This design comes from an exercise in tuning for small area, a short achievable clock period and few clock cycles per item on the open sky130 flow, not from production work.
The RTL was checked by simulation tests, not by an equivalence proof against the original design.
The flow treats the clock pin as an ideal source, which a real chip does not have.

[config.mk]
export PLATFORM = sky130hd
export DESIGN_NAME = aesDecryptTop
export DESIGN_NICKNAME = aesDecryptTop
export VERILOG_FILES = /design/flow/design.v
export SDC_FILE = /design/flow/constraint.sdc
export NUM_CORES = 8
export LEC_CHECK = 0
export CAP_MARGIN = 20
export CORE_AREA = 4 4 376 376
export DIE_AREA = 0 0 380 380
export SLEW_MARGIN = 20
[constraint.sdc]
create_clock -name core_clock -period 21.0 [get_ports {clk}]
set_input_delay 4.2000 -clock core_clock [delete_from_list [all_inputs] [get_ports {clk}]]
set_output_delay 4.2000 -clock core_clock [all_outputs]
set_load 0.01 [all_outputs]
[design.v]
`timescale 1ns/1ps
module invSbox
(
    input  logic [7:0] inByte,
    input  logic [7:0] keyByte,
    output logic [7:0] outByte
);
    logic [3:0] ah, al, d, lam;
    logic [8:0] p, q, r, fdi;
    assign ah = inByte[7:4];
    assign al = inByte[3:0];
    assign p[0] = ah[3] & al[3];
    assign p[1] = ah[2] & al[2];
    assign p[2] = (ah[3] ^ ah[2]) & (al[3] ^ al[2]);
    assign p[3] = ah[1] & al[1];
    assign p[4] = ah[0] & al[0];
    assign p[5] = (ah[1] ^ ah[0]) & (al[1] ^ al[0]);
    assign p[6] = (ah[3] ^ ah[1]) & (al[3] ^ al[1]);
    assign p[7] = (ah[2] ^ ah[0]) & (al[2] ^ al[0]);
    assign p[8] = ((ah[3] ^ ah[2]) ^ (ah[1] ^ ah[0])) & ((al[3] ^ al[2]) ^ (al[1] ^ al[0]));
    logic x8, x9, x10, x11, x12, x13, x14, x15, x16;
    assign x8 = inByte[1] ^ inByte[2];
    assign x9 = inByte[4] ^ inByte[6];
    assign x10 = x8 ^ x9;
    assign x11 = inByte[3] ^ inByte[5];
    assign x12 = inByte[0] ^ x10;
    assign x13 = inByte[7] ^ x11;
    assign x14 = x10 ^ x13;
    assign x15 = inByte[2] ^ x11;
    assign x16 = inByte[3] ^ inByte[4];
    assign lam[0] = x12;
    assign lam[1] = x14;
    assign lam[2] = x15;
    assign lam[3] = x16;
    logic y13, y14, y15, y16, y17, y18, y19, y20, y21, y22, y23, y24, y25, y26;
    assign y13 = p[0] ^ p[4];
    assign y14 = p[4] ^ p[7];
    assign y15 = p[2] ^ p[3];
    assign y16 = lam[0] ^ y13;
    assign y17 = y15 ^ y16;
    assign y18 = p[1] ^ p[5];
    assign y19 = lam[1] ^ y13;
    assign y20 = y18 ^ y19;
    assign y21 = p[3] ^ p[6];
    assign y22 = lam[2] ^ y14;
    assign y23 = y21 ^ y22;
    assign y24 = p[5] ^ p[8];
    assign y25 = lam[3] ^ y14;
    assign y26 = y24 ^ y25;
    assign d[0] = y17;
    assign d[1] = y20;
    assign d[2] = y23;
    assign d[3] = y26;
    always_comb
    begin
        case (d)
            4'd0: fdi = 9'b000000000;
            4'd1: fdi = 9'b110110000;
            4'd2: fdi = 9'b011011000;
            4'd3: fdi = 9'b101101000;
            4'd4: fdi = 9'b000101101;
            4'd5: fdi = 9'b101000101;
            4'd6: fdi = 9'b110101011;
            4'd7: fdi = 9'b101110011;
            4'd8: fdi = 9'b000110110;
            4'd9: fdi = 9'b110011101;
            4'd10: fdi = 9'b110000110;
            4'd11: fdi = 9'b011110101;
            4'd12: fdi = 9'b000011011;
            4'd13: fdi = 9'b101011110;
            4'd14: fdi = 9'b011101110;
            4'd15: fdi = 9'b011000011;
            default: fdi = 9'b0;
        endcase
    end
    assign q[0] = ah[3] & fdi[0];
    assign r[0] = al[3] & fdi[0];
    assign q[1] = ah[2] & fdi[1];
    assign r[1] = al[2] & fdi[1];
    assign q[2] = (ah[3] ^ ah[2]) & fdi[2];
    assign r[2] = (al[3] ^ al[2]) & fdi[2];
    assign q[3] = ah[1] & fdi[3];
    assign r[3] = al[1] & fdi[3];
    assign q[4] = ah[0] & fdi[4];
    assign r[4] = al[0] & fdi[4];
    assign q[5] = (ah[1] ^ ah[0]) & fdi[5];
    assign r[5] = (al[1] ^ al[0]) & fdi[5];
    assign q[6] = (ah[3] ^ ah[1]) & fdi[6];
    assign r[6] = (al[3] ^ al[1]) & fdi[6];
    assign q[7] = (ah[2] ^ ah[0]) & fdi[7];
    assign r[7] = (al[2] ^ al[0]) & fdi[7];
    assign q[8] = ((ah[3] ^ ah[2]) ^ (ah[1] ^ ah[0])) & fdi[8];
    assign r[8] = ((al[3] ^ al[2]) ^ (al[1] ^ al[0])) & fdi[8];
    logic z26, z27, z28, z29, z30, z31, z32, z33, z34, z35, z36, z37, z38, z39, z40, z41, z42, z43, z44, z45, z46, z47, z48, z49, z50, z51, z52, z53, z54, z55, z56, z57, z58, z59, z60, z61, z62, z63, z64, z65, z66, z67, z68, z69;
    assign z26 = q[3] ^ r[1];
    assign z27 = r[0] ^ z26;
    assign z28 = q[4] ^ q[7];
    assign z29 = q[6] ^ r[3];
    assign z30 = r[6] ^ z29;
    assign z31 = q[1] ^ q[2];
    assign z32 = r[5] ^ z28;
    assign z33 = q[8] ^ r[8];
    assign z34 = z27 ^ z30;
    assign z35 = r[4] ^ z33;
    assign z36 = r[7] ^ z27;
    assign z37 = q[8] ^ r[2];
    assign z38 = r[3] ^ keyByte[0];
    assign z39 = z26 ^ z31;
    assign z40 = z37 ^ z38;
    assign z41 = z32 ^ z39;
    assign z42 = z40 ^ z41;
    assign z43 = q[0] ^ q[2];
    assign z44 = q[6] ^ q[7];
    assign z45 = keyByte[1] ^ z43;
    assign z46 = z44 ^ z45;
    assign z47 = q[0] ^ q[1];
    assign z48 = q[4] ^ keyByte[2];
    assign z49 = z47 ^ z48;
    assign z50 = z35 ^ z49;
    assign z51 = z34 ^ z50;
    assign z52 = q[5] ^ keyByte[3];
    assign z53 = z52 ^ z35;
    assign z54 = z34 ^ z53;
    assign z55 = r[7] ^ keyByte[4];
    assign z56 = z55 ^ z32;
    assign z57 = z34 ^ z56;
    assign z58 = q[5] ^ r[8];
    assign z59 = keyByte[5] ^ z31;
    assign z60 = z58 ^ z59;
    assign z61 = z36 ^ z60;
    assign z62 = q[3] ^ r[8];
    assign z63 = keyByte[6] ^ z62;
    assign z64 = z30 ^ z32;
    assign z65 = z63 ^ z64;
    assign z66 = keyByte[7] ^ z28;
    assign z67 = z31 ^ z33;
    assign z68 = z66 ^ z67;
    assign z69 = z36 ^ z68;
    assign outByte[0] = z42;
    assign outByte[1] = z46;
    assign outByte[2] = z51;
    assign outByte[3] = z54;
    assign outByte[4] = z57;
    assign outByte[5] = z61;
    assign outByte[6] = z65;
    assign outByte[7] = z69;
endmodule
`timescale 1ns/1ps
module invMixColumns
(
    input  logic [31:0] inCol,
    input  logic        flip,
    output logic [31:0] outCol
);
    logic l33, l34, l35, l36, l37, l38, l39, l40, l41, l42, l43, l44, l45, l46, l47, l48, l49, l50, l51, l52, l53, l54, l55, l56, l57, l58, l59, l60, l61, l62, l63, l64, l65, l66, l67, l68, l69, l70, l71, l72, l73, l74, l75, l76, l77, l78, l79, l80, l81, l82, l83, l84, l85, l86, l87, l88, l89, l90, l91, l92, l93, l94, l95, l96, l97, l98, l99, l100, l101, l102, l103, l104, l105, l106, l107, l108, l109, l110, l111, l112, l113, l114, l115, l116, l117, l118, l119, l120, l121, l122, l123, l124, l125, l126, l127, l128, l129, l130, l131, l132, l133, l134, l135, l136, l137, l138, l139, l140, l141, l142, l143, l144, l145, l146, l147, l148, l149, l150, l151, l152, l153, l154, l155, l156, l157, l158, l159, l160, l161, l162, l163, l164, l165, l166, l167, l168, l169, l170, l171, l172, l173, l174, l175, l176, l177, l178, l179, l180, l181, l182, l183, l184, l185, l186, l187, l188, l189, l190, l191, l192, l193, l194, l195, l196, l197, l198, l199, l200, l201, l202, l203, l204, l205, l206, l207, l208, l209, l210, l211, l212, l213, l214, l215, l216, l217, l218, l219, l220, l221, l222, l223, l224, l225, l226, l227, l228, l229, l230, l231, l232, l233, l234, l235, l236, l237, l238, l239, l240, l241, l242, l243;
    assign l33 = inCol[15] ^ inCol[23];
    assign l34 = inCol[3] ^ inCol[7];
    assign l35 = inCol[27] ^ inCol[31];
    assign l36 = inCol[11] ^ inCol[19];
    assign l37 = inCol[12] ^ inCol[28];
    assign l38 = l34 ^ l36;
    assign l39 = inCol[4] ^ inCol[20];
    assign l40 = inCol[2] ^ l35;
    assign l41 = inCol[6] ^ flip;
    assign l42 = inCol[9] ^ inCol[24];
    assign l43 = inCol[1] ^ inCol[16];
    assign l44 = inCol[0] ^ inCol[17];
    assign l45 = inCol[14] ^ inCol[22];
    assign l46 = inCol[8] ^ inCol[25];
    assign l47 = inCol[18] ^ l33;
    assign l48 = l37 ^ l41;
    assign l49 = inCol[26] ^ l42;
    assign l50 = inCol[5] ^ inCol[30];
    assign l51 = inCol[10] ^ l46;
    assign l52 = l33 ^ l35;
    assign l53 = inCol[15] ^ l45;
    assign l54 = l40 ^ l44;
    assign l55 = inCol[23] ^ inCol[29];
    assign l56 = l38 ^ l52;
    assign l57 = inCol[11] ^ inCol[17];
    assign l58 = inCol[7] ^ inCol[31];
    assign l59 = inCol[13] ^ inCol[22];
    assign l60 = inCol[10] ^ l43;
    assign l61 = l39 ^ l41;
    assign l62 = l47 ^ l49;
    assign l63 = inCol[30] ^ l46;
    assign l64 = inCol[9] ^ inCol[19];
    assign l65 = inCol[13] ^ inCol[14];
    assign l66 = inCol[26] ^ l43;
    assign l67 = inCol[6] ^ inCol[15];
    assign l68 = inCol[21] ^ l39;
    assign l69 = inCol[1] ^ inCol[26];
    assign l70 = inCol[13] ^ l44;
    assign l71 = l38 ^ l60;
    assign l72 = inCol[4] ^ inCol[30];
    assign l73 = inCol[0] ^ inCol[16];
    assign l74 = l51 ^ l67;
    assign l75 = l42 ^ l61;
    assign l76 = inCol[14] ^ inCol[21];
    assign l77 = inCol[7] ^ inCol[28];
    assign l78 = inCol[23] ^ l48;
    assign l79 = l66 ^ l72;
    assign l80 = l34 ^ l64;
    assign l81 = inCol[12] ^ l34;
    assign l82 = inCol[29] ^ flip;
    assign l83 = l36 ^ l53;
    assign l84 = l45 ^ l78;
    assign l85 = l63 ^ l75;
    assign l86 = inCol[21] ^ inCol[30];
    assign l87 = inCol[3] ^ inCol[12];
    assign l88 = inCol[8] ^ inCol[24];
    assign l89 = inCol[19] ^ inCol[22];
    assign l90 = inCol[18] ^ inCol[28];
    assign l91 = inCol[7] ^ l33;
    assign l92 = inCol[10] ^ inCol[20];
    assign l93 = l34 ^ l57;
    assign l94 = l36 ^ l69;
    assign l95 = inCol[5] ^ l37;
    assign l96 = l39 ^ l82;
    assign l97 = inCol[20] ^ inCol[24];
    assign l98 = inCol[25] ^ inCol[30];
    assign l99 = l44 ^ l97;
    assign l100 = l98 ^ l99;
    assign l101 = l71 ^ l100;
    assign l102 = l84 ^ l101;
    assign l103 = inCol[18] ^ inCol[22];
    assign l104 = l55 ^ l64;
    assign l105 = l87 ^ l103;
    assign l106 = l40 ^ l66;
    assign l107 = l104 ^ l105;
    assign l108 = l106 ^ l107;
    assign l109 = inCol[31] ^ l33;
    assign l110 = l50 ^ l48;
    assign l111 = l68 ^ l109;
    assign l112 = l110 ^ l111;
    assign l113 = inCol[20] ^ inCol[28];
    assign l114 = inCol[31] ^ l55;
    assign l115 = l73 ^ l89;
    assign l116 = l113 ^ l49;
    assign l117 = l114 ^ l115;
    assign l118 = l116 ^ l117;
    assign l119 = l45 ^ l50;
    assign l120 = l96 ^ l119;
    assign l121 = l56 ^ l120;
    assign l122 = inCol[21] ^ inCol[27];
    assign l123 = l77 ^ l89;
    assign l124 = l122 ^ l47;
    assign l125 = l63 ^ l123;
    assign l126 = l124 ^ l125;
    assign l127 = l91 ^ l94;
    assign l128 = l54 ^ l127;
    assign l129 = inCol[17] ^ inCol[27];
    assign l130 = l65 ^ l129;
    assign l131 = l95 ^ l130;
    assign l132 = l62 ^ l71;
    assign l133 = l131 ^ l132;
    assign l134 = inCol[0] ^ inCol[1];
    assign l135 = l35 ^ l90;
    assign l136 = l134 ^ l135;
    assign l137 = l83 ^ l136;
    assign l138 = l85 ^ l137;
    assign l139 = l50 ^ l92;
    assign l140 = l40 ^ l49;
    assign l141 = l93 ^ l139;
    assign l142 = l140 ^ l141;
    assign l143 = l39 ^ l55;
    assign l144 = l58 ^ l65;
    assign l145 = l48 ^ l143;
    assign l146 = l144 ^ l145;
    assign l147 = inCol[4] ^ l50;
    assign l148 = l77 ^ l88;
    assign l149 = l147 ^ l148;
    assign l150 = l54 ^ l149;
    assign l151 = l50 ^ l59;
    assign l152 = l48 ^ l151;
    assign l153 = l56 ^ l152;
    assign l154 = inCol[3] ^ inCol[6];
    assign l155 = inCol[29] ^ l154;
    assign l156 = l52 ^ l155;
    assign l157 = l79 ^ l156;
    assign l158 = l33 ^ l40;
    assign l159 = l51 ^ l80;
    assign l160 = l158 ^ l159;
    assign l161 = inCol[3] ^ inCol[25];
    assign l162 = l36 ^ l59;
    assign l163 = l161 ^ l68;
    assign l164 = l162 ^ l54;
    assign l165 = l62 ^ l163;
    assign l166 = l164 ^ l165;
    assign l167 = inCol[8] ^ inCol[27];
    assign l168 = l44 ^ l167;
    assign l169 = l80 ^ l168;
    assign l170 = l79 ^ l169;
    assign l171 = l84 ^ l170;
    assign l172 = inCol[2] ^ inCol[10];
    assign l173 = inCol[25] ^ l67;
    assign l174 = l90 ^ l172;
    assign l175 = l38 ^ l70;
    assign l176 = l173 ^ l174;
    assign l177 = l175 ^ l176;
    assign l178 = flip ^ l58;
    assign l179 = l53 ^ l68;
    assign l180 = l95 ^ l178;
    assign l181 = l179 ^ l180;
    assign l182 = inCol[4] ^ inCol[13];
    assign l183 = l73 ^ l182;
    assign l184 = l81 ^ l183;
    assign l185 = l74 ^ l184;
    assign l186 = l65 ^ l86;
    assign l187 = l61 ^ l186;
    assign l188 = l56 ^ l187;
    assign l189 = inCol[2] ^ inCol[5];
    assign l190 = inCol[6] ^ inCol[11];
    assign l191 = inCol[14] ^ inCol[23];
    assign l192 = inCol[31] ^ l42;
    assign l193 = l189 ^ l190;
    assign l194 = l191 ^ l81;
    assign l195 = l192 ^ l193;
    assign l196 = l194 ^ l195;
    assign l197 = l35 ^ l47;
    assign l198 = l60 ^ l93;
    assign l199 = l197 ^ l198;
    assign l200 = l37 ^ l55;
    assign l201 = l69 ^ l86;
    assign l202 = l38 ^ l51;
    assign l203 = l200 ^ l201;
    assign l204 = l54 ^ l202;
    assign l205 = l203 ^ l204;
    assign l206 = inCol[16] ^ l57;
    assign l207 = l87 ^ l40;
    assign l208 = l53 ^ l206;
    assign l209 = l207 ^ l208;
    assign l210 = l85 ^ l209;
    assign l211 = inCol[4] ^ inCol[27];
    assign l212 = l76 ^ l211;
    assign l213 = l47 ^ l51;
    assign l214 = l94 ^ l212;
    assign l215 = l213 ^ l214;
    assign l216 = inCol[30] ^ l37;
    assign l217 = l59 ^ l91;
    assign l218 = l96 ^ l216;
    assign l219 = l217 ^ l218;
    assign l220 = inCol[11] ^ inCol[12];
    assign l221 = inCol[20] ^ l43;
    assign l222 = l76 ^ l88;
    assign l223 = l220 ^ l47;
    assign l224 = l221 ^ l222;
    assign l225 = l223 ^ l224;
    assign l226 = inCol[21] ^ inCol[29];
    assign l227 = l45 ^ l226;
    assign l228 = l48 ^ l227;
    assign l229 = l56 ^ l228;
    assign l230 = l58 ^ l92;
    assign l231 = l70 ^ l230;
    assign l232 = l83 ^ l231;
    assign l233 = inCol[25] ^ inCol[31];
    assign l234 = l233 ^ l38;
    assign l235 = l62 ^ l234;
    assign l236 = inCol[5] ^ inCol[9];
    assign l237 = inCol[18] ^ inCol[29];
    assign l238 = l39 ^ l43;
    assign l239 = l236 ^ l237;
    assign l240 = l38 ^ l40;
    assign l241 = l238 ^ l239;
    assign l242 = l74 ^ l240;
    assign l243 = l241 ^ l242;
    assign outCol[0] = l102;
    assign outCol[1] = ~(l108);
    assign outCol[2] = l112;
    assign outCol[3] = l118;
    assign outCol[4] = ~(l121);
    assign outCol[5] = ~(l126);
    assign outCol[6] = ~(l128);
    assign outCol[7] = l133;
    assign outCol[8] = l138;
    assign outCol[9] = ~(l142);
    assign outCol[10] = l146;
    assign outCol[11] = l150;
    assign outCol[12] = ~(l153);
    assign outCol[13] = ~(l157);
    assign outCol[14] = ~(l160);
    assign outCol[15] = l166;
    assign outCol[16] = l171;
    assign outCol[17] = ~(l177);
    assign outCol[18] = l181;
    assign outCol[19] = l185;
    assign outCol[20] = ~(l188);
    assign outCol[21] = ~(l196);
    assign outCol[22] = ~(l199);
    assign outCol[23] = l205;
    assign outCol[24] = l210;
    assign outCol[25] = ~(l215);
    assign outCol[26] = l219;
    assign outCol[27] = l225;
    assign outCol[28] = ~(l229);
    assign outCol[29] = ~(l232);
    assign outCol[30] = ~(l235);
    assign outCol[31] = l243;
endmodule
module mixColumns
(
    input  logic [31:0] inCol,
    output logic [31:0] outCol
);
    logic m33, m34, m35, m36, m37, m38, m39, m40, m41, m42, m43, m44, m45, m46, m47, m48, m49, m50, m51, m52, m53, m54, m55, m56, m57, m58, m59, m60, m61, m62, m63, m64, m65, m66, m67, m68, m69, m70, m71, m72, m73, m74, m75, m76, m77, m78, m79, m80, m81, m82, m83, m84, m85, m86, m87, m88, m89, m90, m91, m92, m93, m94, m95, m96, m97, m98, m99, m100, m101, m102, m103, m104, m105, m106, m107, m108, m109, m110, m111, m112, m113, m114, m115, m116, m117, m118, m119, m120, m121, m122, m123, m124, m125, m126, m127, m128, m129, m130, m131, m132, m133, m134, m135, m136, m137, m138;
    assign m33 = inCol[15] ^ inCol[23];
    assign m34 = inCol[7] ^ inCol[15];
    assign m35 = inCol[7] ^ inCol[31];
    assign m36 = inCol[3] ^ inCol[11];
    assign m37 = inCol[9] ^ inCol[17];
    assign m38 = inCol[6] ^ inCol[30];
    assign m39 = inCol[14] ^ inCol[22];
    assign m40 = inCol[5] ^ inCol[13];
    assign m41 = inCol[8] ^ inCol[16];
    assign m42 = inCol[23] ^ inCol[31];
    assign m43 = inCol[1] ^ inCol[18];
    assign m44 = inCol[0] ^ m34;
    assign m45 = inCol[4] ^ inCol[28];
    assign m46 = inCol[20] ^ m40;
    assign m47 = inCol[27] ^ m35;
    assign m48 = inCol[12] ^ inCol[29];
    assign m49 = inCol[11] ^ inCol[19];
    assign m50 = inCol[2] ^ inCol[10];
    assign m51 = inCol[29] ^ m39;
    assign m52 = inCol[1] ^ inCol[25];
    assign m53 = inCol[16] ^ inCol[24];
    assign m54 = inCol[19] ^ m42;
    assign m55 = inCol[0] ^ inCol[24];
    assign m56 = inCol[12] ^ inCol[20];
    assign m57 = inCol[13] ^ inCol[21];
    assign m58 = inCol[26] ^ m43;
    assign m59 = inCol[24] ^ m35;
    assign m60 = m41 ^ m59;
    assign m61 = inCol[25] ^ m35;
    assign m62 = m37 ^ m55;
    assign m63 = m61 ^ m62;
    assign m64 = inCol[10] ^ inCol[25];
    assign m65 = m64 ^ m58;
    assign m66 = inCol[2] ^ inCol[26];
    assign m67 = m49 ^ m66;
    assign m68 = m47 ^ m67;
    assign m69 = inCol[3] ^ inCol[28];
    assign m70 = m56 ^ m69;
    assign m71 = m47 ^ m70;
    assign m72 = inCol[29] ^ m45;
    assign m73 = m57 ^ m72;
    assign m74 = inCol[5] ^ inCol[30];
    assign m75 = m74 ^ m51;
    assign m76 = inCol[31] ^ m33;
    assign m77 = m38 ^ m76;
    assign m78 = m53 ^ m44;
    assign m79 = inCol[8] ^ inCol[17];
    assign m80 = m52 ^ m79;
    assign m81 = m44 ^ m80;
    assign m82 = inCol[2] ^ inCol[9];
    assign m83 = m82 ^ m58;
    assign m84 = inCol[3] ^ inCol[19];
    assign m85 = inCol[27] ^ m34;
    assign m86 = m50 ^ m84;
    assign m87 = m85 ^ m86;
    assign m88 = inCol[20] ^ m34;
    assign m89 = m36 ^ m45;
    assign m90 = m88 ^ m89;
    assign m91 = inCol[4] ^ inCol[5];
    assign m92 = inCol[21] ^ m48;
    assign m93 = m91 ^ m92;
    assign m94 = inCol[22] ^ m38;
    assign m95 = m40 ^ m94;
    assign m96 = inCol[6] ^ inCol[14];
    assign m97 = inCol[23] ^ m35;
    assign m98 = m96 ^ m97;
    assign m99 = inCol[8] ^ m33;
    assign m100 = m55 ^ m99;
    assign m101 = inCol[9] ^ m33;
    assign m102 = m41 ^ m52;
    assign m103 = m101 ^ m102;
    assign m104 = inCol[26] ^ m37;
    assign m105 = m50 ^ m104;
    assign m106 = inCol[10] ^ inCol[18];
    assign m107 = inCol[27] ^ m33;
    assign m108 = m36 ^ m106;
    assign m109 = m107 ^ m108;
    assign m110 = inCol[12] ^ m33;
    assign m111 = m45 ^ m49;
    assign m112 = m110 ^ m111;
    assign m113 = m48 ^ m46;
    assign m114 = inCol[14] ^ m38;
    assign m115 = m57 ^ m114;
    assign m116 = inCol[31] ^ m34;
    assign m117 = m39 ^ m116;
    assign m118 = inCol[0] ^ m41;
    assign m119 = m42 ^ m118;
    assign m120 = inCol[1] ^ m37;
    assign m121 = m42 ^ m53;
    assign m122 = m120 ^ m121;
    assign m123 = inCol[17] ^ inCol[18];
    assign m124 = inCol[25] ^ m50;
    assign m125 = m123 ^ m124;
    assign m126 = inCol[18] ^ inCol[26];
    assign m127 = m36 ^ m126;
    assign m128 = m54 ^ m127;
    assign m129 = inCol[4] ^ inCol[27];
    assign m130 = m56 ^ m129;
    assign m131 = m54 ^ m130;
    assign m132 = inCol[21] ^ inCol[28];
    assign m133 = m132 ^ m46;
    assign m134 = inCol[6] ^ inCol[21];
    assign m135 = m134 ^ m51;
    assign m136 = inCol[7] ^ inCol[22];
    assign m137 = inCol[30] ^ m33;
    assign m138 = m136 ^ m137;
    assign outCol[0] = m60;
    assign outCol[1] = m63;
    assign outCol[2] = m65;
    assign outCol[3] = m68;
    assign outCol[4] = m71;
    assign outCol[5] = m73;
    assign outCol[6] = m75;
    assign outCol[7] = m77;
    assign outCol[8] = m78;
    assign outCol[9] = m81;
    assign outCol[10] = m83;
    assign outCol[11] = m87;
    assign outCol[12] = m90;
    assign outCol[13] = m93;
    assign outCol[14] = m95;
    assign outCol[15] = m98;
    assign outCol[16] = m100;
    assign outCol[17] = m103;
    assign outCol[18] = m105;
    assign outCol[19] = m109;
    assign outCol[20] = m112;
    assign outCol[21] = m113;
    assign outCol[22] = m115;
    assign outCol[23] = m117;
    assign outCol[24] = m119;
    assign outCol[25] = m122;
    assign outCol[26] = m125;
    assign outCol[27] = m128;
    assign outCol[28] = m131;
    assign outCol[29] = m133;
    assign outCol[30] = m135;
    assign outCol[31] = m138;
endmodule
`timescale 1ns/1ps
module invRoundDatapath
(
    input  logic [128-1:0] roundState,
    input  logic [128-1:0] roundKey,
    input  logic  stateFlip,
    output logic [128-1:0] nextState
);
    logic [128-1:0] mixed;
    for (genvar c = 0; c < 4; c++)
    begin : genMixCol
        invMixColumns invMixColumns_i
        (
            .inCol  (roundState[127-32*c -: 32]),
            .flip   (stateFlip),
            .outCol (mixed[127-32*c -: 32])
        );
    end
    for (genvar c = 0; c < 4; c++)
    begin : genSboxCol
        for (genvar r = 0; r < 4; r++)
        begin : genSboxRow
            invSbox invSbox_i
            (
                .inByte  (mixed[127-32*((c+4-r)%4)-8*r -: 8]),
                .keyByte (roundKey[127-32*c-8*r -: 8]),
                .outByte (nextState[127-32*c-8*r -: 8])
            );
        end
    end
endmodule
`timescale 1ns/1ps
module roundKeyStore
(
    input  logic     clk,
    input  logic     busy,
    input  logic     busyN,
    input  logic [1408-1:0]   expandedKey,
    output logic [128-1:0]    roundKey
);
    logic [128-1:0] keySlot [0:10-1];
    function automatic logic [128-1:0] keyOf(input logic [1408-1:0] sched, input int r);
        keyOf = {sched[32*(4*r) +: 32], sched[32*(4*r+1) +: 32],
                 sched[32*(4*r+2) +: 32], sched[32*(4*r+3) +: 32]};
    endfunction
    always_ff @(posedge clk)
    begin
        for (int i = 0; i < 10-1; i++)
            keySlot[i] <= ~(({128{busyN}} | keySlot[i+1]) &
                            ({128{busy}} | keyOf(expandedKey, 10-1-i)));
        keySlot[10-1] <= keyOf(expandedKey, 0);
    end
    assign roundKey = keySlot[0];
endmodule
`timescale 1ns/1ps
module aesDecryptCtrl
(
    input  logic     clk,
    input  logic     rstN,
    input  logic     inValid,
    input  logic [128-1:0]    cipherText,
    input  logic [128-1:0]    whitenKey,
    input  logic [128-1:0]    nextState,
    output logic     busy,
    output logic     busyN,
    output logic [128-1:0]    roundState,
    output logic     stateFlip,
    output logic     outValid
);
    logic [3:0] roundsLeft;
    logic       finalRound;
    logic [128-1:0] whitened;
    logic [128-1:0] whitenedMixed;
    assign finalRound = (roundsLeft == 4'd0);
    assign stateFlip  = roundsLeft[0];
    always_ff @(posedge clk)
    begin
        if (!rstN)
        begin
            busy     <= 1'b0;
            busyN    <= 1'b1;
            outValid <= 1'b0;
        end
        else
        begin
            outValid <= busy && finalRound;
            if (!busy)
            begin
                busy  <= inValid;
                busyN <= !inValid;
            end
            else if (finalRound)
            begin
                busy  <= 1'b0;
                busyN <= 1'b1;
            end
        end
    end
    always_ff @(posedge clk)
    begin
        if (!busy)
            roundsLeft <= 4'(10 - 1);
        else
            roundsLeft <= roundsLeft - 4'd1;
    end
    assign whitened = cipherText ^ whitenKey;
    for (genvar c = 0; c < 4; c++)
    begin : genWhitenCol
        mixColumns mixColumns_i
        (
            .inCol  (whitened[127-32*c -: 32]),
            .outCol (whitenedMixed[127-32*c -: 32])
        );
    end
    always_ff @(posedge clk)
        roundState <= ~(({128{busyN}} | nextState) &
                        ({128{busy}} | whitenedMixed));
endmodule
`timescale 1ns/1ps
module aesDecryptTop
(
    input  logic   clk,
    input  logic   rstN,
    input  logic   inValid,
    input  logic [128-1:0]  cipherText,
    input  logic [1408-1:0] expandedKey,
    output logic   outValid,
    output logic [128-1:0]  plainText
);
    logic     busy;
    logic     busyN;
    logic     stateFlip;
    logic [128-1:0]    roundKey;
    logic [128-1:0]    roundState;
    logic [128-1:0]    nextState;
    aesDecryptCtrl aesDecryptCtrl_i
    (
        .clk        (clk),
        .rstN       (rstN),
        .inValid    (inValid),
        .cipherText (cipherText),
        .whitenKey  ({expandedKey[32*40 +: 32], expandedKey[32*41 +: 32],
                      expandedKey[32*42 +: 32], expandedKey[32*43 +: 32]}),
        .nextState  (nextState),
        .busy       (busy),
        .busyN      (busyN),
        .roundState (roundState),
        .stateFlip  (stateFlip),
        .outValid   (outValid)
    );
    roundKeyStore roundKeyStore_i
    (
        .clk         (clk),
        .busy        (busy),
        .busyN       (busyN),
        .expandedKey (expandedKey),
        .roundKey    (roundKey)
    );
    invRoundDatapath invRoundDatapath_i
    (
        .roundState (roundState),
        .roundKey   (roundKey),
        .stateFlip  (stateFlip),
        .nextState  (nextState)
    );
    assign plainText = roundState;
endmodule
[flow/run.sh]
#!/bin/bash
# The standard layout (standard.sh), with:
#  - synthesis by synth_recipe.tcl, but ABC mapping with an area-oriented script
#    (abc -script replaced; flip-flops are mapped before ABC, so unchanged),
#    without the three-input XOR cells;
#  - buf_1 port buffers, pins one track apart;
#  - timing repair aiming below the 21 ns period (SETUP_SLACK_MARGIN);
#  - a clock tree of clkbuf_16 without dummy loads;
#  - the state flip-flops and output buffers one size up before the clock
#    tree (flow/pre_cts.tcl);
#  - if the routed layout has antenna violations, placement and routing are
#    redone once or twice with a slightly different placement density.
# Each run of standard.sh logs to standard_flow_N.log; ORFS keeps each step's
# log under orfs/logs/.
set -uo pipefail
W=$PWD
MARGIN="15.3"
CTSBUF="sky130_fd_sc_hd__clkbuf_16"
CTSEXTRA="-sink_clustering_size 20 -sink_clustering_max_diameter 100"
DENSITY="0.50"
EXTRA="GPL_ROUTABILITY_DRIVEN=0"
cp flow/map.abc $W/map.abc
cat > $W/my_synth.tcl <<EOT
proc abc {args} {
  set i [lsearch -exact \$args -script]
  if {\$i >= 0} { lset args [expr {\$i+1}] $W/map.abc }
  foreach c {xor3_1 xor3_2 xor3_4 xnor3_1 xnor3_2 xnor3_4} { lappend args -dont_use sky130_fd_sc_hd__\$c }
  yosys abc {*}\$args
}
source $W/synth_recipe.tcl
EOT
run_flow() {
  bash standard.sh \
    SYNTH_SCRIPT=$W/my_synth.tcl \
    BUFFER_PORTS_ARGS="-buffer_cell sky130_fd_sc_hd__buf_1" \
    PLACE_PINS_ARGS="-min_distance 1 -min_distance_in_tracks" \
    SETUP_SLACK_MARGIN=$MARGIN \
    PRE_CTS_TCL=$W/flow/pre_cts.tcl \
    CTS_ARGS="-sink_clustering_enable -repair_clock_nets -dont_use_dummy_load -buf_list {$CTSBUF} $CTSEXTRA" \
    $EXTRA "$@"
}
antennas() {
  local odb=$W/orfs/results/sky130hd/aesDecryptTop/base/6_final.odb
  [[ -f $odb ]] || { echo 1; return; }
  printf 'read_db %s\nputs "ANTENNAS [check_antennas]"\n' "$odb" > $W/antennas.tcl
  openroad -no_init -exit $W/antennas.tcl > $W/antennas_check.log 2>&1
  grep -o 'ANTENNAS [0-9]*' $W/antennas_check.log | awk '{print $2}' | tail -1
}
run_flow PLACE_DENSITY=$DENSITY finish > standard_flow_0.log 2>&1
for try in 1 2; do
  n=$(antennas)
  echo "antenna check after try $((try-1)): ${n:-unknown}" >> flow_retries.log
  [[ "$n" == "0" ]] && break
  bash standard.sh clean_place clean_cts clean_route clean_finish > standard_clean_$try.log 2>&1
  d=$(python3 -c "print(f'{$DENSITY + 0.01*$try:.2f}')")
  run_flow PLACE_DENSITY=$d finish > standard_flow_$try.log 2>&1
done
[flow/map.abc]
&get -n; &st; &dch; &nf -R 20; &put
[flow/pre_cts.tcl]
# the state register drives the plainText outputs: give its flip-flops and
# the output port buffers one size up before the clock tree is built.
set n 0
foreach inst [[ord::get_db_block] getInsts] {
  set nm [$inst getName]
  set m [[$inst getMaster] getName]
  if {[string match "*roundState*" $nm] && $m eq "sky130_fd_sc_hd__dfxtp_1"} {
    replace_cell [get_cells $nm] sky130_fd_sc_hd__dfxtp_2
    incr n
  }
}
puts "resized $n state flip-flops"
set n 0
foreach bt [[ord::get_db_block] getBTerms] {
  if {![string match "plainText*" [$bt getName]]} { continue }
  foreach it [[$bt getNet] getITerms] {
    set inst [$it getInst]
    if {[[$inst getMaster] getName] eq "sky130_fd_sc_hd__buf_1"} {
      replace_cell [get_cells [$inst getName]] sky130_fd_sc_hd__buf_2
      incr n
    }
  }
}
puts "resized $n output buffers"
[standard.sh]
#!/bin/bash
# synth_recipe.tcl (not shown) runs the flow's synth.tcl, then flattens the netlist and writes it again
# the make line also repeats each setting of config.mk as NAME=value (left out here)
make -C /OpenROAD-flow-scripts/flow DESIGN_CONFIG=/design/flow/config.mk WORK_HOME=/design/flow/orfs CLKGATE_MAP_FILE= SYNTH_SCRIPT=/design/flow/synth_recipe.tcl "${@:-finish}"
==> flow_summary.json, run 1 <==
{
  "synthCells": 6402,
  "finalNonFillerCells": 10200,
  "routedWlPerCell_microns": 22.2,
  "ys_seq_elements": 1415,
  "rsz0062_at_grt": "true",
  "final_area_sq_um": 79900,
  "cts.sinks": 1415,
  "crit_fanout": 7,
  "routed_wl_microns": 225000,
  "area.sequential_sq_um": 28500,
  "synth_area_leaders": "dfxtp_1 (44%), xnor2_1 (27%), o22ai_1 (12%), xor2_1 (8.1%), nor2_1 (1.6%)",
  "maxCapViolCount": 0,
  "ys_warn_count": 4,
  "grt_pass1_wl_microns": 325000,
  "track_usage_pct": 29.1,
  "grt_pass1_vias": 53300,
  "synth_cell_types": 46,
  "worst_slew_pin_slew_ns": 1.12,
  "final.setup_skew_ns": 0.0779,
  "remaining_drc_errors": 0,
  "final_nets": 9862,
  "synth_sequential_area_ratio_pct": 43.6,
  "numCtsBuffers": 85,
  "max_freq_mhz": 176,
  "period_minus_slack_ns": 5.68,
  "arrival_ns": 1.48,
  "cp_top_family": "flip-flops",
  "via_per_inst": 5.31,
  "setup_tns_ns": 0,
  "async_flop_share_pct": 0,
  "io_pins": 1668,
  "io_buffers": 1667,
  "cts_tree": "yes",
  "slowest_delay_ns": 0.54,
  "worstPathCellList": "buf_2",
  "grt_overflow": 0,
  "design.core.area_sq_um": 137000,
  "cp-start-kind": "register",
  "crit_type": "register to output pin",
  "clock_latency_ns": 0.73,
  "fillers": 12500,
  "slowest_stage": "dfxtp_2",
  "dpl.hpwl_microns": 174000,
  "synth.avg_cell_area_sq_um": 10.1,
  "fp.dieH_microns": 380,
  "num_vias": 53900,
  "grt_max_degree": 218,
  "std_cell_rows": 136,
  "min_path_type": "register to register",
  "netlist_area_sq_um": 64900,
  "ant_nets": 0,
  "multi_input_area_sq_um": 39200,
  "start_util_pct": 47.2,
  "die_width_microns": 380,
  "yosysMostFrequentCell": "xnor2_1",
  "grt_antenna_before_repair": 118,
  "clkSlewWorstSetupHoldPaths_ns": 0.08,
  "finalSetupViolations": 0,
  "dp.cells": 9889,
  "synthToLayoutAreaGrowth_pct": 23.1,
  "end_kind": "output pin",
  "synth_edf_count": 0,
  "syn-num-nets": 7994,
  "drv_slew": 0,
  "drtIter0Drc": 3443,
  "fin_crit_sh_pct": 27.0,
  "synth_top_area_share_pct": 43.6,
  "relSlewSlack_pct": 25.2,
  "required_ns": 16.80,
  "path_buf_inv": 1,
  "status": "no timing/DRC/antenna violations",
  "drive_above_1_share_pct": 9.30,
  "synth_top_area_cell": "dfxtp_1",
  "finalHoldViolCount": 0,
  "dr.pass1.iters": 6,
  "dieArea_sq_um": 144000,
  "synth_ff_type": "dfxtp_1",
  "synth_common_cells": "xnor2_1 (2017), dfxtp_1 (1415), o22ai_1 (1290)",
  "dpl_cell_area_sq_um": 73700
}
## through the flow
stage          setup WS [ns]  util, %  hold WS [ns]
2_1_floorplan          13.60        -         0.399
3_3_place_gp           13.90     53.6         0.400
5_1_grt                15.24     58.1         0.399
3_5_place_dp           13.87     53.6         0.405
4_1_cts                15.26     56.5         0.392
6_report               15.32     58.1         0.392
## sequential cells by signal, summed over array words and instances, names as in the netlist
name,flops
aesDecryptCtrl_i.busy,1
roundKeyStore_i.keySlot,1280
aesDecryptCtrl_i.roundsLeft,4
aesDecryptCtrl_i.roundState,128
aesDecryptCtrl_i.outValid,1
aesDecryptCtrl_i.busyN,1
## cell usage in the layout (no fill, tap or decap), types with 89 or more instances in the layout
master,netlist,routed
buf_1,0,1539
xnor2_2,0,227
diode_2,0,89
dfxtp_2,0,121
nor2_1,279,275
buf_4,0,102
o21ai_0,92,92
a21oi_1,89,89
xor2_1,598,557
nand2_1,221,221
buf_2,0,128
dfxtp_1,1415,1284
xnor2_1,2017,1754
o22ai_1,1290,1290
## path summary, 6_finish.rpt
kind	start	endpoint	slack, ns	depth (start not counted)
worst max-delay path	aesDecryptCtrl_i.roundState[95]$_DFF_P_	plainText[95]	15.32	1
worst max register to register	aesDecryptCtrl_i.roundState[36]$_DFF_P_	aesDecryptCtrl_i.roundState[71]$_DFF_P_	15.48	20
worst min register to register	roundKeyStore_i.keySlot[2][77]$_DFF_P_	roundKeyStore_i.keySlot[1][77]$_DFF_P_	0.39	1
worst min-delay path	roundKeyStore_i.keySlot[2][77]$_DFF_P_	roundKeyStore_i.keySlot[1][77]$_DFF_P_	0.39	1
## final cells by class
type / count / share of cell area [%]
repair buffers: 1780 / 9.24
inverters: 75 / 0.352
well taps: 1794 / 2.81
multi-input cells: 4913 / 49.0
clock buffers: 85 / 2.66
flip-flops and latches: 1415 / 35.7
diodes: 89 / 0.279
## layer usage
metal	global-route usage [%]	wire length [microns]	part of all wire, %
met5	0.0331	414	0.18
met4	15.3	12900	5.7
met3	9.26	18800	8.3
met2	46.2	102000	45
met1	35.5	91500	41
## repair_timing
item / CTS / global route
setup endpoints to repair: 130 / 117
pin swaps: 6 / 39
gates cloned: 0 / 1
gates resized for setup: 185 / 179
setup buffers: 9 / 78
hold buffers: 0 / 0
## kinds of logic after synthesis
logic type / after synthesis / synth area share [%]
AO/OA/AOI/OAI: 1544 / 14.7
XOR/XNOR: 2615 / 35.3
adder cells (fa/ha/maj): 53 / 1.02
buffers and inverters: 75 / 0.434
flip-flops: 1415 / 43.6
multiplexers: 11 / 0.229
AND/OR/NAND/NOR: 689 / 4.70
Testbench counts, summed over its fixed seeds: cycles 5,640, items 512.
==> run 2: changes to the inputs <==
--- a/flow/run.sh
+++ b/flow/run.sh
@@ -16,5 +16,5 @@
 W=$PWD
 MARGIN="15.3"
-CTSBUF="sky130_fd_sc_hd__clkbuf_16"
+CTSBUF="sky130_fd_sc_hd__clkbuf_8 sky130_fd_sc_hd__clkbuf_16"
 CTSEXTRA="-sink_clustering_size 20 -sink_clustering_max_diameter 100"
 DENSITY="0.50"
==> run 2 against run 1 <==
Compared with the run above:
- still clean
- global-route usage unchanged
- utilization unchanged
- maximum frequency unchanged
- sequential share of layout area unchanged
- worst hold slack unchanged
- synthesized cell count unchanged
- worst setup slack unchanged
- first-iteration DRC count unchanged
- routed wire length unchanged
- critical path depth unchanged
==> flow_summary.json, run 2 <==
{
  "status": "no timing/DRC/antenna violations",
  "clkSlewWorstSetupHoldPaths_ns": 0.08,
  "final_common_cell": "xnor2_1",
  "io_pins": 1668,
  "fin_crit_sh_pct": 27.0,
  "synth_ff_type": "dfxtp_1",
  "maxCapViolCount": 0,
  "min_path_type": "register to register",
  "dp.cells": 9889,
  "drive_above_1_share_pct": 9.30,
  "dr.pass1.iters": 6,
  "reg_top3": "roundKeyStore_i.keySlot: 1280 flops, aesDecryptCtrl_i.roundState: 128 flops, aesDecryptCtrl_i.roundsLeft: 4 flops",
  "async_flop_share_pct": 0,
  "place_ws_ns": 13.87,
  "slowest_stage": "dfxtp_2",
  "clock_latency_ns": 0.73,
  "hold_ws_ns": 0.392,
  "num_vias": 53900,
  "synth_edf_count": 0,
  "final.setup_skew_ns": 0.0779,
  "regMostFlops": "roundKeyStore_i.keySlot",
  "max_freq_mhz": 176,
  "finalHoldViolCount": 0,
  "dieArea_sq_um": 144000,
  "finalNonFillerCells": 10200,
  "die_width_microns": 380,
  "worstPathCellList": "buf_2",
  "grt_overflow": 0,
  "synth_common_cells": "xnor2_1 (2017), dfxtp_1 (1415), o22ai_1 (1290)",
  "r2r-end": "aesDecryptCtrl_i.roundState[71]$_DFF_P_",
  "ys_seq_elements": 1415,
  "arrival_ns": 1.48,
  "synth_cell_types": 46,
  "std_cell_rows": 136,
  "crit_type": "register to output pin",
  "start_util_pct": 47.2,
  "via_per_inst": 5.31,
  "required_ns": 16.80,
  "final_cell_mix": "xnor2_1 (1754), buf_1 (1539), o22ai_1 (1290)",
  "cts.sinks": 1415,
  "fp.dieH_microns": 380,
  "numCtsBuffers": 85,
  "path_depth": 1,
  "slowest_delay_ns": 0.54,
  "ant_nets": 0,
  "end_kind": "output pin",
  "finalSetupViolations": 0,
  "postLayoutSetupSlackWorst_ns": 15.32,
  "grt_pass1_vias": 53300,
  "r2r.worst_path.cells": 20,
  "routed_wl_microns": 225000,
  "drv_slew": 0,
  "yosysMostFrequentCell": "xnor2_1",
  "reg2reg_setup_slack_ns": 15.48,
  "dpl.hpwl_microns": 174000,
  "remaining_drc_errors": 0,
  "cp-start-kind": "register",
  "synthToLayoutAreaGrowth_pct": 23.1,
  "synth_top_area_cell": "dfxtp_1",
  "grt_antenna_before_repair": 118,
  "worst_slew_pin_slew_ns": 1.12,
  "ys_warn_count": 4,
  "track_usage_pct": 29.1,
  "critPathCapture": "plainText[95]",
  "rsz0062_at_grt": "true",
  "design.core.area_sq_um": 137000,
  "synth_sequential_area_ratio_pct": 43.6,
  "relSlewSlack_pct": 25.2,
  "largest_reg_flops": 1280,
  "grt_pass1_wl_microns": 325000,
  "cp-startpoint": "aesDecryptCtrl_i.roundState[95]$_DFF_P_",
  "cp_top_family": "flip-flops",
  "routedWlPerCell_microns": 22.2,
  "synth.avg_cell_area_sq_um": 10.1,
  "cts_tree": "yes",
  "setup_tns_ns": 0,
  "fillers": 12500,
  "netlist_area_sq_um": 64900,
  "synthCells": 6402,
  "period_minus_slack_ns": 5.68,
  "crit_fanout": 7,
  "grt_max_degree": 218,
  "io_buffers": 1667,
  "synth_area_leaders": "dfxtp_1 (44%), xnor2_1 (27%), o22ai_1 (12%), xor2_1 (8.1%), nor2_1 (1.6%)",
  "syn-num-nets": 7994,
  "final_nets": 9862,
  "drtIter0Drc": 3443,
  "path_buf_inv": 1,
  "synth_top_area_share_pct": 43.6,
  "reg2reg_from": "aesDecryptCtrl_i.roundState[36]$_DFF_P_"
}
[run 2: metrics by stage]
stage	instance area (sq um)	utilization, %
2_1_floorplan	64900	-
3_3_place_gp	73700	53.6
3_5_place_dp	73700	53.6
4_1_cts	77600	56.5
5_1_grt	79800	58.1
6_report	79900	58.1
[run 2: layout make-up]
| type | count | area (sq um) | area share, % |
|---|---|---|---|
| antenna | 89 | 223 | 0.279 |
| clock buffer | 85 | 2130 | 2.66 |
| inverter | 75 | 282 | 0.352 |
| multi-input combinational | 4913 | 39200 | 49.0 |
| sequential | 1415 | 28500 | 35.7 |
| tap | 1794 | 2240 | 2.81 |
| timing repair buffer | 1780 | 7390 | 9.24 |
[run 2: cells by family after synthesis]
| group | synth area share, % |
|---|---|
| adder cells (fa/ha/maj) | 1.02 |
| AND/OR/NAND/NOR | 4.70 |
| AO/OA/AOI/OAI | 14.7 |
| XOR/XNOR | 35.3 |
| flip-flops | 43.6 |
| buffers and inverters | 0.434 |
| multiplexers | 0.229 |
[run 2: routing by layer]
| metal | share of wire, % | track usage (%) |
|---|---|---|
| met1 | 41 | 35.5 |
| met2 | 45 | 46.2 |
| met3 | 8.3 | 9.26 |
| met4 | 5.7 | 15.3 |
| met5 | 0.18 | 0.0331 |
[run 2: worst min path at each step]
| stage | from | end | slack, ns | depth (start not counted) |
|---|---|---|---|---|
| 4_1_cts | roundKeyStore_i.keySlot[2][77]$_DFF_P_ | roundKeyStore_i.keySlot[1][77]$_DFF_P_ | 0.39 | 1 |
| 5_1_grt | roundKeyStore_i.keySlot[5][34]$_DFF_P_ | roundKeyStore_i.keySlot[4][34]$_DFF_P_ | 0.40 | 1 |
| 2_1_floorplan | roundKeyStore_i.keySlot[4][63]$_DFF_P_ | roundKeyStore_i.keySlot[3][63]$_DFF_P_ | 0.40 | 1 |
| 3_3_place_gp | roundKeyStore_i.keySlot[7][66]$_DFF_P_ | roundKeyStore_i.keySlot[6][66]$_DFF_P_ | 0.40 | 1 |
| 3_5_place_dp | roundKeyStore_i.keySlot[9][24]$_DFF_P_ | roundKeyStore_i.keySlot[8][24]$_DFF_P_ | 0.40 | 1 |
| 6_report | roundKeyStore_i.keySlot[2][77]$_DFF_P_ | roundKeyStore_i.keySlot[1][77]$_DFF_P_ | 0.39 | 1 |
[run 2: repair_timing]
action,CTS,global route
cloned,0,1
endpoints found under the setup margin,130,117
buffers inserted,9,78
hold buffers,0,0
gates resized for setup,185,179
pin swaps,6,39
==> run 3: changes to the inputs <==
--- a/design.v
+++ b/design.v
@@ -6,5 +6,5 @@
     output logic [7:0] outByte
 );
-    logic [3:0] ah, al, d, lam;
+    logic [3:0] ah, al, d, lam, di;
     logic [8:0] p, q, r, fdi;
     assign ah = inByte[7:4];
@@ -55,23 +55,32 @@
     begin
         case (d)
-            4'd0: fdi = 9'b000000000;
-            4'd1: fdi = 9'b110110000;
-            4'd2: fdi = 9'b011011000;
-            4'd3: fdi = 9'b101101000;
-            4'd4: fdi = 9'b000101101;
-            4'd5: fdi = 9'b101000101;
-            4'd6: fdi = 9'b110101011;
-            4'd7: fdi = 9'b101110011;
-            4'd8: fdi = 9'b000110110;
-            4'd9: fdi = 9'b110011101;
-            4'd10: fdi = 9'b110000110;
-            4'd11: fdi = 9'b011110101;
-            4'd12: fdi = 9'b000011011;
-            4'd13: fdi = 9'b101011110;
-            4'd14: fdi = 9'b011101110;
-            4'd15: fdi = 9'b011000011;
-            default: fdi = 9'b0;
+            4'd0: di = 4'd0;
+            4'd1: di = 4'd1;
+            4'd2: di = 4'd3;
+            4'd3: di = 4'd2;
+            4'd4: di = 4'd10;
+            4'd5: di = 4'd8;
+            4'd6: di = 4'd14;
+            4'd7: di = 4'd13;
+            4'd8: di = 4'd5;
+            4'd9: di = 4'd11;
+            4'd10: di = 4'd4;
+            4'd11: di = 4'd9;
+            4'd12: di = 4'd15;
+            4'd13: di = 4'd7;
+            4'd14: di = 4'd6;
+            4'd15: di = 4'd12;
+            default: di = 4'd0;
         endcase
     end
+    assign fdi[0] = di[3];
+    assign fdi[1] = di[2];
+    assign fdi[2] = (di[3] ^ di[2]);
+    assign fdi[3] = di[1];
+    assign fdi[4] = di[0];
+    assign fdi[5] = (di[1] ^ di[0]);
+    assign fdi[6] = (di[3] ^ di[1]);
+    assign fdi[7] = (di[2] ^ di[0]);
+    assign fdi[8] = ((di[3] ^ di[2]) ^ (di[1] ^ di[0]));
     assign q[0] = ah[3] & fdi[0];
     assign r[0] = al[3] & fdi[0];
--- a/flow/run.sh
+++ b/flow/run.sh
@@ -2,6 +2,5 @@
 # The standard layout (standard.sh), with:
 #  - synthesis by synth_recipe.tcl, but ABC mapping with an area-oriented script
-#    (abc -script replaced; flip-flops are mapped before ABC, so unchanged),
-#    without the three-input XOR cells;
+#    (abc -script replaced; flip-flops are mapped before ABC, so unchanged);
 #  - buf_1 port buffers, pins one track apart;
 #  - timing repair aiming below the 21 ns period (SETUP_SLACK_MARGIN);
@@ -16,5 +15,5 @@
 W=$PWD
 MARGIN="15.3"
-CTSBUF="sky130_fd_sc_hd__clkbuf_8 sky130_fd_sc_hd__clkbuf_16"
+CTSBUF="sky130_fd_sc_hd__clkbuf_16"
 CTSEXTRA="-sink_clustering_size 20 -sink_clustering_max_diameter 100"
 DENSITY="0.50"
@@ -25,5 +24,4 @@
   set i [lsearch -exact \$args -script]
   if {\$i >= 0} { lset args [expr {\$i+1}] $W/map.abc }
-  foreach c {xor3_1 xor3_2 xor3_4 xnor3_1 xnor3_2 xnor3_4} { lappend args -dont_use sky130_fd_sc_hd__\$c }
   yosys abc {*}\$args
 }
==> run 3 against run 2 <==
Compared with the run above:
- first-iteration DRC count down 1.0%
- worst hold slack worse by 0.031 ns
- via count is 4.8% lower
- flip-flop and latch count is the same
- area after synthesis increased by 0.13%
- register-to-register slack worse by 0.12 ns
- critical endpoint is now plainText[4]
- highest routed layer unchanged
==> flow_summary.json, run 3 <==
{
  "synth_sequential_area_ratio_pct": 43.6,
  "std_cell_rows": 136,
  "routedWlPerCell_microns": 22.6,
  "setup_tns_ns": 0,
  "finalSetupViolations": 0,
  "dieArea_sq_um": 144000,
  "ys_warn_count": 4,
  "netlist_area_sq_um": 65000,
  "final.setup_skew_ns": 0.0902,
  "synth_ff_type": "dfxtp_1",
  "synthToLayoutAreaGrowth_pct": 22.3,
  "hold_ws_ns": 0.361,
  "dp.cells": 9473,
  "cp-start-kind": "register",
  "dpl.hpwl_microns": 170000,
  "relSlewSlack_pct": 28.0,
  "reg2reg_from": "aesDecryptCtrl_i.roundState[55]$_DFF_P_",
  "crit_fanout": 7,
  "io_buffers": 1667,
  "via_per_inst": 5.28,
  "hold_buffers": 0,
  "synth_edf_count": 0,
  "track_usage_pct": 28.4,
  "grt_pass1_wl_microns": 317000,
  "grt_max_degree": 232,
  "fillers": 12400,
  "final_cell_mix": "xnor2_1 (1559), buf_1 (1539), dfxtp_1 (1284)",
  "cts.sinks": 1415,
  "synth_common_cells": "xnor2_1 (1752), dfxtp_1 (1415), o22ai_1 (1280)",
  "clkSlewWorstSetupHoldPaths_ns": 0.09,
  "path_buf_inv": 1,
  "maxCapViolCount": 0,
  "async_flop_share_pct": 0,
  "grt_antenna_before_repair": 138,
  "syn-num-nets": 7534,
  "hold_depth": 1,
  "start_util_pct": 47.3,
  "max_freq_mhz": 176,
  "synth_cell_types": 42,
  "drv_slew": 0,
  "yosysMostFrequentCell": "xnor2_1",
  "required_ns": 16.80,
  "routed_wl_microns": 220000,
  "fp.dieH_microns": 380,
  "synth_top_area_share_pct": 43.6,
  "r2r.worst_path.cells": 21,
  "reg2reg_setup_slack_ns": 15.36,
  "clock_latency_ns": 0.74,
  "reg_top3": "roundKeyStore_i.keySlot: 1280 flops, aesDecryptCtrl_i.roundState: 128 flops, aesDecryptCtrl_i.roundsLeft: 4 flops",
  "largest_reg_flops": 1280,
  "final_nets": 9370,
  "status": "no timing/DRC/antenna violations",
  "arrival_ns": 1.48,
  "synthCells": 5991,
  "cts_tree": "yes",
  "synth.avg_cell_area_sq_um": 10.9,
  "synth_top_area_cell": "dfxtp_1",
  "slowest_stage": "dfxtp_2",
  "min_from": "roundKeyStore_i.keySlot[8][14]$_DFF_P_",
  "fin_crit_sh_pct": 27.1,
  "drtIter0Drc": 3408,
  "grt_pass1_vias": 51600,
  "design.core.area_sq_um": 137000,
  "grt_overflow": 0,
  "rsz0062_at_grt": "true",
  "regMostFlops": "roundKeyStore_i.keySlot",
  "num_vias": 51400,
  "slowest_delay_ns": 0.52,
  "finalHoldViolCount": 0,
  "crit_type": "register to output pin",
  "whs_endpoint": "roundKeyStore_i.keySlot[7][14]$_DFF_P_",
  "remaining_drc_errors": 0,
  "worstPathCellList": "buf_2",
  "r2r-end": "aesDecryptCtrl_i.roundState[71]$_DFF_P_",
  "ant_nets": 0,
  "io_pins": 1668,
  "finalNonFillerCells": 9723,
  "drive_above_1_share_pct": 9.50,
  "end_kind": "output pin",
  "min_path_type": "register to register",
  "ys_seq_elements": 1415,
  "worst_slew_pin_slew_ns": 1.08,
  "die_width_microns": 380,
  "numCtsBuffers": 84,
  "period_minus_slack_ns": 5.68,
  "dr.pass1.iters": 6,
  "synth_area_leaders": "dfxtp_1 (44%), xnor2_1 (24%), o22ai_1 (12%), xor2_1 (8.6%), xnor3_1 (5.8%)",
  "final_common_cell": "xnor2_1",
  "cp_top_family": "flip-flops"
}
[run 3: cell types whose count changed in the layout (fill, tap and decap cells not counted), sizes merged, moves of 12 or more]
cell    change
xnor3     +168
clkinv     -54
ha         -49
buf        -30
xnor2     -265
xor3       +23
nand2      -86
diode      +15
nand2b     -16
xor2       +36
o21ai      -68
nor2       +12
a21oi      -63
[run 3: through the flow]
stage / cell area, sq um / setup WS (ns) / utilization, %
after CTS: 77200 / 15.20 / 56.2
after global routing: 79400 / 15.18 / 57.8
final: 79500 / 15.32 / 57.8
after global placement: 73800 / 14.37 / 53.7
after floorplan: 65000 / 13.60 / -
after detailed placement: 73800 / 14.28 / 53.7
[run 3: how the worst max path moves through the flow]
stage / from / slack [ns] / end / depth (start not counted)
6_report: aesDecryptCtrl_i.roundState[4]$_DFF_P_ / 15.32 / plainText[4] / 1
5_1_grt: aesDecryptCtrl_i.roundState[55]$_DFF_P_ / 15.18 / aesDecryptCtrl_i.roundState[107]$_DFF_P_ / 19
4_1_cts: aesDecryptCtrl_i.roundState[121]$_DFF_P_ / 15.20 / aesDecryptCtrl_i.roundState[83]$_DFF_P_ / 18
3_5_place_dp: aesDecryptCtrl_i.roundsLeft[0]$_SDFF_PN1_ / 14.28 / aesDecryptCtrl_i.roundState[7]$_DFF_P_ / 19
3_3_place_gp: aesDecryptCtrl_i.roundsLeft[0]$_SDFF_PN1_ / 14.37 / aesDecryptCtrl_i.roundState[7]$_DFF_P_ / 19
2_1_floorplan: aesDecryptCtrl_i.busy$_SDFF_PN0_ / 13.60 / aesDecryptCtrl_i.roundState[100]$_DFF_P_ / 2
[run 3: what timing repair did]
item | 4_1_cts | 5_1_grt
resized for setup | 137 | 241
endpoints found under the setup margin | 128 | 109
pin swaps | 4 | 44
setup buffers | 4 | 58
endpoints found under the hold margin | 0 | 0
[run 3: cell families (layout without fill, tap and decap cells)]
logic type / count (synthesis) / after routing / synth area share [%]
simple gates: 587 / 587 / 4.00
compound gates: 1370 / 1370 / 13.2
xor+xnor: 2578 / 2578 / 38.8
buf+inv: 21 / 1855 / 0.121
fa+ha+maj: 5 / 5 / 0.0924
flops: 1415 / 1415 / 43.6
other cells: 0 / 104 / 0
mux: 15 / 15 / 0.237
[run 3: layout make-up]
| cell class | instances | area (sq um) | share of cell area (%) |
|---|---|---|---|
| Tap cell | 1794 | 2240 | 2.82 |
| Inverter | 21 | 78.8 | 0.0991 |
| Sequential cell | 1415 | 28500 | 35.9 |
| Multi-Input combinational cell | 4555 | 39100 | 49.2 |
| Clock buffer | 84 | 2100 | 2.64 |
| Antenna cell | 104 | 260 | 0.327 |
| Timing Repair Buffer | 1750 | 7170 | 9.02 |
[run 3: worst register-to-register path: stages, from the launching register on]
cell and delay (ns):
dfxtp_4 0.47, xnor3_2 0.56, xor2_4 0.28, buf_4 0.17, xor2_1 0.22, xnor2_2 0.21, xor2_1 0.35, xnor2_1 0.15
nor2_1 0.21, xor2_1 0.28, xnor2_2 0.19, buf_4 0.18, a31oi_1 0.07, o21a_1 0.19, xnor2_1 0.33, xnor2_1 0.12
or2_0 0.32, xnor2_2 0.29, xor2_1 0.20, xnor2_1 0.14, xnor2_2 0.28, o22ai_1 0.19
[run 3: metal layers]
metal / GRT usage [%] / part of all wire, %
met1: 34.6 / 40
met2: 44.8 / 45
met3: 8.65 / 8.2
met4: 16.3 / 6.4
met5: 0 / 0.23
Testbench counts of run 3, summed over its fixed seeds: cycles 5,640, items 512.
==> run 4: changes to the inputs <==
==> flow/run.sh (replaced) <==
#!/bin/bash
# The standard layout (standard.sh), with:
#  - synthesis by synth_recipe.tcl, but ABC mapping with an area-oriented script
#    (abc -script replaced; flip-flops are mapped before ABC, so unchanged),
#    without the three-input XOR cells;
#  - buf_1 port buffers, pins one track apart;
#  - timing repair aiming below the 21 ns period (SETUP_SLACK_MARGIN);
#  - a clock tree of clkbuf_16 without dummy loads, and without a wider
#    spacing rule on its root net (which clashed with neighbouring pins);
#  - the state flip-flops and output buffers one size up before the clock
#    tree (flow/pre_cts.tcl);
#  - if the routed layout has antenna or routing violations, placement and
#    routing are redone once or twice with a slightly different placement
#    density.
# Each run of standard.sh logs to standard_flow_N.log; ORFS keeps each step's
# log under orfs/logs/.
set -uo pipefail
W=$PWD
MARGIN="15.4"
CTSBUF="sky130_fd_sc_hd__clkbuf_16"
CTSEXTRA="-sink_clustering_size 20 -sink_clustering_max_diameter 100"
DENSITY="0.50"
EXTRA="GPL_ROUTABILITY_DRIVEN=0"
cp flow/map.abc $W/map.abc
cat > $W/my_synth.tcl <<EOT
proc abc {args} {
  set i [lsearch -exact \$args -script]
  if {\$i >= 0} { lset args [expr {\$i+1}] $W/map.abc }
  foreach c {xor3_1 xor3_2 xor3_4 xnor3_1 xnor3_2 xnor3_4} { lappend args -dont_use sky130_fd_sc_hd__\$c }
  yosys abc {*}\$args
}
source $W/synth_recipe.tcl
EOT
run_flow() {
  bash standard.sh \
    SYNTH_SCRIPT=$W/my_synth.tcl \
    BUFFER_PORTS_ARGS="-buffer_cell sky130_fd_sc_hd__buf_1" \
    PLACE_PINS_ARGS="-min_distance 1 -min_distance_in_tracks" \
    SETUP_SLACK_MARGIN=$MARGIN \
    PRE_CTS_TCL=$W/flow/pre_cts.tcl \
    CTS_ARGS="-sink_clustering_enable -repair_clock_nets -dont_use_dummy_load -apply_ndr none -buf_list {$CTSBUF} $CTSEXTRA" \
    $EXTRA "$@"
}
# a layout is retried if it is missing, has antenna violations or the
# detailed router left violations.
layout_ok() {
  local odb=$W/orfs/results/sky130hd/aesDecryptTop/base/6_final.odb
  local drc=$W/orfs/reports/sky130hd/aesDecryptTop/base/5_route_drc.rpt
  [[ -f $odb ]] || { echo "no final layout"; return; }
  [[ -s $drc ]] && { echo "routing violations"; return; }
  printf 'read_db %s\nputs "ANTENNAS [check_antennas]"\n' "$odb" > $W/antennas.tcl
  openroad -no_init -exit $W/antennas.tcl > $W/antennas_check.log 2>&1
  local n=$(grep -o 'ANTENNAS [0-9]*' $W/antennas_check.log | awk '{print $2}' | tail -1)
  [[ "$n" == "0" ]] && { echo ok; return; }
  echo "antenna violations: ${n:-unknown}"
}
run_flow PLACE_DENSITY=$DENSITY finish > standard_flow_0.log 2>&1
for try in 1 2; do
  st=$(layout_ok)
  echo "layout check after try $((try-1)): $st" >> flow_retries.log
  [[ "$st" == "ok" ]] && break
  bash standard.sh clean_place clean_cts clean_route clean_finish > standard_clean_$try.log 2>&1
  d=$(python3 -c "print(f'{$DENSITY + 0.01*$try:.2f}')")
  run_flow PLACE_DENSITY=$d finish > standard_flow_$try.log 2>&1
done
--- a/config.mk
+++ b/config.mk
@@ -8,4 +8,5 @@
 export CAP_MARGIN = 20
 export CORE_AREA = 4 4 376 376
+export DETAILED_ROUTE_END_ITERATION = 24
 export DIE_AREA = 0 0 380 380
 export SLEW_MARGIN = 20
==> run 4 against run 3 <==
Compared with the run above:
- synthesized cell count is 2.0% higher
- largest cell class unchanged
- final cell count is 1.6% higher
- flip-flop and latch count stayed put
- worst setup slack better by 0.046 ns
- critical path depth is 24 higher
- maximum frequency is 0.81% higher
==> flow_summary.json, run 4 <==
{
  "slowest_delay_ns": 0.41,
  "status": "no timing/DRC/antenna violations",
  "rsz0062_at_grt": "true",
  "grt_pass1_vias": 51700,
  "start_util_pct": 46.0,
  "setup_tns_ns": 0,
  "reg_top3": "roundKeyStore_i.keySlot: 1280 flops, aesDecryptCtrl_i.roundState: 128 flops, aesDecryptCtrl_i.roundsLeft: 4 flops",
  "final_common_cell": "xnor2_1",
  "async_flop_share_pct": 0,
  "io_pins": 1668,
  "cts_tree": "yes",
  "maxCapViolCount": 0,
  "final.setup_skew_ns": 0.0755,
  "relSlewSlack_pct": 16.5,
  "max_freq_mhz": 177,
  "crit_fanout": 6,
  "synth.avg_cell_area_sq_um": 10.4,
  "worst_slew_pin_slew_ns": 1.25,
  "regMostFlops": "roundKeyStore_i.keySlot",
  "drv_slew": 0,
  "largest_reg_flops": 1280,
  "synth_edf_count": 0,
  "fin_crit_sh_pct": 26.8,
  "grt_pass1_wl_microns": 330000,
  "remaining_drc_errors": 0,
  "end_kind": "register",
  "dpl.hpwl_microns": 180000,
  "required_ns": 21.53,
  "numCtsBuffers": 85,
  "slowest_stage": "dfxtp_4",
  "dieArea_sq_um": 144000,
  "fp.dieH_microns": 380,
  "std_cell_rows": 136,
  "syn-num-nets": 7654,
  "yosysMostFrequentCell": "xnor2_1",
  "synth_cell_types": 35,
  "cp-start-kind": "register",
  "ys_seq_elements": 1415,
  "design.core.area_sq_um": 137000,
  "grt_util_met2_pct": 46.9,
  "hold_buffers": 0,
  "crit_type": "register to register",
  "hold_ws_ns": 0.394,
  "synthToLayoutAreaGrowth_pct": 25.4,
  "finalHoldViolCount": 0,
  "netlist_area_sq_um": 63300
}
-- run 4: worst max-delay path: cells and delay by family, from the launching register on --
kind / cells / cell delay [ns]
buf+inv: 5 / 0.92
simple gates: 2 / 0.33
mux: 1 / 0.33
xor+xnor: 15 / 3.18
compound gates: 2 / 0.29
flops: 1 / 0.41
-- run 4: repair_timing --
action | in CTS | in global routing
pin swaps | 16 | 69
endpoints found under the setup margin | 176 | 129
setup buffers | 29 | 96
resized for setup | 268 | 268
cloned | 0 | 0
-- run 4: worst paths after layout --
| kind | cells after the start | endpoint | from | slack, ns |
|---|---|---|---|---|
| setup / recovery | 25 | aesDecryptCtrl_i.roundState[111]$_DFF_P_ | aesDecryptCtrl_i.roundsLeft[0]$_SDFF_PN1_ | 15.36 |
| hold / removal | 1 | roundKeyStore_i.keySlot[1][42]$_DFF_P_ | roundKeyStore_i.keySlot[2][42]$_DFF_P_ | 0.39 |
| setup reg to reg | 25 | aesDecryptCtrl_i.roundState[111]$_DFF_P_ | aesDecryptCtrl_i.roundsLeft[0]$_SDFF_PN1_ | 15.36 |
| hold reg to reg | 1 | roundKeyStore_i.keySlot[1][42]$_DFF_P_ | roundKeyStore_i.keySlot[2][42]$_DFF_P_ | 0.39 |
-- run 4: cell type report --
cell class	instances	area (sq um)
antenna	67	168
clock buffer	85	2130
fill	12500	58100
inverter	24	91.3
multi-input combinational	4672	38400
sequential	1415	28700
tap	1794	2240
timing repair buffer	1818	7700
-- run 4: kinds of logic (layout without fill, tap and decap cells) --
group	count (synthesis)	after routing	share of synthesized area (%)
mux	8	8	0.127
simple gates	588	588	4.06
xor+xnor	2682	2682	37.1
flops	1415	1415	44.8
other cells	0	67	0
compound gates	1390	1390	13.7
buf+inv	24	1927	0.142
fa+ha+maj	4	4	0.0791
-- run 4: per-stage QoR --
| step | utilization [%] | instances |
|---|---|---|
| after floorplan | - | 6111 |
| after global placement | 52.4 | 9598 |
| after detailed placement | 52.4 | 9598 |
| after CTS | 55.6 | 9712 |
| after global routing | 57.7 | 9838 |
| final | 57.7 | 9875 |
-- run 4: per-layer routing --
metal | up-vias | share of wire (%) | routed length (microns)
li1 | 25100 | - | -
met2 | 1991 | 44 | 103000
met5 | - | 0.36 | 837
met4 | 124 | 5.0 | 11600
met3 | 596 | 9.5 | 21900
met1 | 24300 | 41 | 94000

[re-timing with driven ports]
Ports are ideal in the flow. The routed layouts listed here were re-timed in OpenROAD. Step 1 (the two cells are an assumption about what drives the block):
set clk [get_ports {clk}]
set_driving_cell -lib_cell sky130_fd_sc_hd__clkbuf_16 $clk
set_driving_cell -lib_cell sky130_fd_sc_hd__buf_2 [delete_from_list [all_inputs] $clk]
Step 2 times the ports against the registers' clock, not the clock port: input delays grow and output delays shrink by t, the midpoint of the rising clock arrivals with the driver on. Three values: no drivers, after step 1, after step 2; two values: the first two.
| run | t, ns | slack for setup (ns) | latest minus earliest clock arrival (ns) | worst register clock-pin slew, ns | worst slew at a driven data input, ns |
|---|---|---|---|---|---|
| run 1 | 0.777 | 15.322 / 15.236 / 14.725 | 0.080 / 0.079 | 0.09 / 0.09 | 0.16 |
| run 2 | 0.777 | 15.322 / 15.236 / 14.725 | 0.080 / 0.079 | 0.09 / 0.09 | 0.16 |
| run 3 | 0.779 | 15.317 / 15.233 / 14.824 | 0.091 / 0.091 | 0.09 / 0.09 | 0.19 |
| run 4 | 0.793 | 15.363 / 15.292 / 14.663 | 0.077 / 0.078 | 0.09 / 0.09 | 0.19 |
After both steps setup and hold are still met in every run listed. For run 4, which loses most, drivers alone change the setup slack by -0.071 ns; drivers and shift together by -0.700 ns.
